What follows belongs to an exercise in optimizing a design on an open flow for small area and a short achievable clock period; a production flow would make more cautious choices. Function was checked by simulation only, so behaviour that the tests miss may differ from the original. Power and IR drop assume default switching activity. The clock port is modelled as an ideal driver; clocking choices that lean on that would not hold on a real chip.

main:
==> module dac_playback, before the edit <==
module dac_playback #(
    parameter int ADDR_W = dac_pkg::ADDR_W_DEF,
    parameter int DATA_W = dac_pkg::DATA_W_DEF,
    parameter logic [DATA_W-1:0] IDLE_CODE = DATA_W'(dac_pkg::IDLE_CODE)
) (
    input logic clk_35M,
    input logic rst,
    input  logic              wr_en,
    input  logic [ADDR_W-1:0] wr_addr,
    input  logic [DATA_W-1:0] wr_data,
    input  logic              start,
    input  logic              stop,
    input  logic [ADDR_W-1:0] len,
    input  logic              loop,
    input  logic [7:0]        div,
    input  logic              test_ramp,
    output logic [DATA_W-1:0] da_data,
    output logic              sample_stb,
    output logic              busy,
    output logic              done
);
    localparam int GRP_W = 3;
    localparam int LW    = ADDR_W - GRP_W;
    logic              prime;      
    logic              idle;       
    logic              bnd;        
    logic              bnd_n;      
    logic              play;
    logic              end_now;
    logic              wrap;
    logic [ADDR_W-1:0] len_q;
    logic [ADDR_W-1:0] ra;         
    logic [2**LW-1:0]  rs;         
    logic              eq;         
    logic [7:0]        div_q;
    logic              div_z;
    logic [7:0]        cnt;
    logic              loop_q;
    logic              stop_q;
    logic              first;
    logic              last;
    logic              ramp_q;
    logic [DATA_W-1:0] ramp_v;
    logic [2**GRP_W*DATA_W-1:0] rd_grp_n;
    logic [2**GRP_W-1:0] rd_gsel;  
    logic [DATA_W-1:0] rd_data;
    logic [DATA_W-1:0] da_q;       
    localparam int HW = ADDR_W / 2;
    logic [2**HW-1:0]  wr_row;
    logic [2**(ADDR_W-HW)-1:0] wr_col;
    assign da_data = da_q ^ IDLE_CODE;
    assign play    = !idle && !prime;
    assign end_now = !first && (last || stop_q);
    assign wrap    = ra == len_q;
    always_comb begin
        rd_data = '0;
        for (int g = 0; g < 2**GRP_W; g++)
            rd_data = rd_data | ({DATA_W{rd_gsel[g]}} & ~rd_grp_n[g*DATA_W +: DATA_W]);
    end
    always_comb begin
        for (int i = 0; i < 2**HW; i++)
            wr_row[i] = wr_en && wr_addr[ADDR_W-1:ADDR_W-HW] == HW'(i);
        for (int i = 0; i < 2**(ADDR_W-HW); i++)
            wr_col[i] = wr_addr[ADDR_W-HW-1:0] == (ADDR_W-HW)'(i);
    end
    always_comb begin
        if (prime)      bnd_n = 1'b1;
        else if (!play) bnd_n = 1'b0;
        else if (bnd)   bnd_n = !end_now && div_z;
        else            bnd_n = cnt == 8'd1;
    end
    dac_sample_ram #(.ADDR_W(ADDR_W), .DATA_W(DATA_W), .GRP_W(GRP_W)) u_ram (
        .clk_35M(clk_35M),
        .wr_row(wr_row),
        .wr_col(wr_col),
        .wr_data(wr_data),
        .rd_sel(rs),
        .rd_grp_n(rd_grp_n)
    );
    always_ff @(posedge clk_35M or posedge rst) begin
        if (rst) begin
            prime      <= 1'b0;
            bnd        <= 1'b0;
            da_q       <= '0;
            sample_stb <= 1'b0;
            busy       <= 1'b0;
            idle       <= 1'b1;
            done       <= 1'b0;
        end else begin
            sample_stb <= 1'b0;
            done       <= 1'b0;
            bnd        <= bnd_n;
            if (idle) begin
                if (start) begin
                    prime <= 1'b1;
                    busy  <= 1'b1;
                    idle  <= 1'b0;
                end
            end else if (prime) begin
                prime <= 1'b0;
            end else if (bnd) begin
                if (end_now) begin
                    busy    <= 1'b0;
                    idle    <= 1'b1;
                    done    <= 1'b1;
                    da_q    <= '0;
                end else begin
                    da_q       <= ({DATA_W{ramp_q}} & (ramp_v ^ IDLE_CODE)) |
                                  ({DATA_W{!ramp_q}} & (rd_data ^ IDLE_CODE));
                    sample_stb <= 1'b1;
                end
            end
        end
    end
    always_ff @(posedge clk_35M) begin
        eq      <= wrap;
        for (int g = 0; g < 2**GRP_W; g++)
            rd_gsel[g] <= ra[ADDR_W-1 -: GRP_W] == GRP_W'(g);
        if (bnd_n) begin
            ra <= wrap ? '0 : ra + 1'b1;
            rs <= wrap ? (2**LW)'(1) : {rs[2**LW-2:0], rs[2**LW-1]};
        end
        if (idle) begin
            len_q  <= len;
            div_q  <= div;
            div_z  <= div == 8'd0;
            loop_q <= loop;
            ra     <= '0;
            rs     <= (2**LW)'(1);
            stop_q <= 1'b0;
            first  <= 1'b1;
            last   <= 1'b0;
            ramp_q <= test_ramp;
            ramp_v <= '0;
        end else if (prime) begin
            stop_q <= stop;
        end else begin
            if (stop) stop_q <= 1'b1;
            if (!bnd) cnt <= cnt - 1'b1;
            else if (!end_now) begin
                cnt    <= div_q;
                first  <= 1'b0;
                last   <= !ramp_q && !loop_q && eq;
                ramp_v <= ramp_v + 1'b1;
            end
        end
    end
endmodule
clock: 6.0 ns
lec_check: 0
cap_margin: 20
core_margin: 2
core_utilization: 62
setup_slack_margin: 3.6
slew_margin: 20
synth_hierarchical: 1
tns_end_percent: 100
standard.sh (not shown) runs the stock make flow with config.mk's settings and CLKGATE_MAP_FILE= SYNTH_SCRIPT=/design/flow/synth_recipe.tcl, a recipe that flattens the netlist after the stock synthesis.
==> flow/flow/run.sh <==
#!/bin/bash
# The standard layout (standard.sh: ORFS from synthesis to finish) with two changes:
# - the port buffers are buf_4 cells (the default picks a delay cell);
# - clock tree synthesis uses larger sink clusters and no dummy loads: fewer clock buffers.
# make's full output goes to flow_make.log here; ORFS keeps each step's log under orfs/logs.
set -euo pipefail
bash standard.sh \
  BUFFER_PORTS_ARGS="-buffer_cell sky130_fd_sc_hd__buf_4" \
  CTS_ARGS="-sink_clustering_enable -repair_clock_nets -dont_use_dummy_load -sink_clustering_size 30 -sink_clustering_max_diameter 100" \
  finish > flow_make.log 2>&1
Changes in the feature branch relative to main:
diff --git a/flow/design.v b/flow/design.v
--- a/flow/design.v
+++ b/flow/design.v
@@ -100,13 +100,12 @@
     output logic              busy,
     output logic              done
 );
     localparam int GRP_W = 3;
     localparam int LW    = ADDR_W - GRP_W;
     logic              prime;      
-    logic              idle;       
     logic              bnd;        
     logic              bnd_n;      
     logic              play;
     logic              end_now;
     logic              wrap;
     logic [ADDR_W-1:0] len_q;
@@ -127,13 +126,13 @@
     logic [DATA_W-1:0] rd_data;
     logic [DATA_W-1:0] da_q;       
     localparam int HW = ADDR_W / 2;
     logic [2**HW-1:0]  wr_row;
     logic [2**(ADDR_W-HW)-1:0] wr_col;
     assign da_data = da_q ^ IDLE_CODE;
-    assign play    = !idle && !prime;
+    assign play    = busy && !prime;
     assign end_now = !first && (last || stop_q);
     assign wrap    = ra == len_q;
     always_comb begin
         rd_data = '0;
         for (int g = 0; g < 2**GRP_W; g++)
             rd_data = rd_data | ({DATA_W{rd_gsel[g]}} & ~rd_grp_n[g*DATA_W +: DATA_W]);
@@ -162,30 +161,27 @@
         if (rst) begin
             prime      <= 1'b0;
             bnd        <= 1'b0;
             da_q       <= '0;
             sample_stb <= 1'b0;
             busy       <= 1'b0;
-            idle       <= 1'b1;
             done       <= 1'b0;
         end else begin
             sample_stb <= 1'b0;
             done       <= 1'b0;
             bnd        <= bnd_n;
-            if (idle) begin
+            if (!busy) begin
                 if (start) begin
                     prime <= 1'b1;
                     busy  <= 1'b1;
-                    idle  <= 1'b0;
                 end
             end else if (prime) begin
                 prime <= 1'b0;
             end else if (bnd) begin
                 if (end_now) begin
                     busy    <= 1'b0;
-                    idle    <= 1'b1;
                     done    <= 1'b1;
                     da_q    <= '0;
                 end else begin
                     da_q       <= ({DATA_W{ramp_q}} & (ramp_v ^ IDLE_CODE)) |
                                   ({DATA_W{!ramp_q}} & (rd_data ^ IDLE_CODE));
                     sample_stb <= 1'b1;
@@ -198,13 +194,13 @@
         for (int g = 0; g < 2**GRP_W; g++)
             rd_gsel[g] <= ra[ADDR_W-1 -: GRP_W] == GRP_W'(g);
         if (bnd_n) begin
             ra <= wrap ? '0 : ra + 1'b1;
             rs <= wrap ? (2**LW)'(1) : {rs[2**LW-2:0], rs[2**LW-1]};
         end
-        if (idle) begin
+        if (!busy) begin
             len_q  <= len;
             div_q  <= div;
             div_z  <= div == 8'd0;
             loop_q <= loop;
             ra     <= '0;
             rs     <= (2**LW)'(1);
[summary]
- main tops out at a higher clock frequency than the feature branch.
- Taking main as the reference, in the feature branch per-instance average area after synthesis flat; power saw little to no change; wire length of the first global-routing pass held; worst setup timing slack at the placement stage lost 0.070 ns; synthesized area barely changed.
- Against main, the feature branch comes in 0.024 ns higher on final critical path time including I/O delays and setup.
- Compared with main, the feature branch shows number of detailed-route iterations in the first pass lower by 2.
- Diff main -> the feature branch: floorplan die area roughly the same, maximum vdd drop lower.

afterwards: timing with drivers on the ports:
The flow's constraints put no driver on any port. The routed layouts listed below were extracted and timed again, unchanged, in two steps.
Step 1 assumes that a clkbuf_16 drives the clock port and a buf_2 every other input.
Step 2 times the ports against the registers' clock, not the clock port: input delays grow and output delays shrink by t, the midpoint of the rising clock arrivals with the driver on.
Three values: no drivers, after step 1, after step 2; two values: the first two.
run | t, ns | slack for setup (ns) | hold WS [ns] | worst setup path after step 2 | latest minus earliest clock arrival (ns)
main | 0.782 | 3.535 / 3.456 / 2.818 | 0.490 / 0.480 / 0.490 | input to register | 0.044 / 0.045
the feature branch | 0.768 | 3.510 / 3.437 / 2.771 | 0.501 / 0.473 / 0.501 | input to register | 0.040 / 0.040
After both steps every run listed still meets setup and hold. The setup slack of the feature branch, which loses most, moves by -0.073 ns with the drivers and by -0.739 ns with both steps.
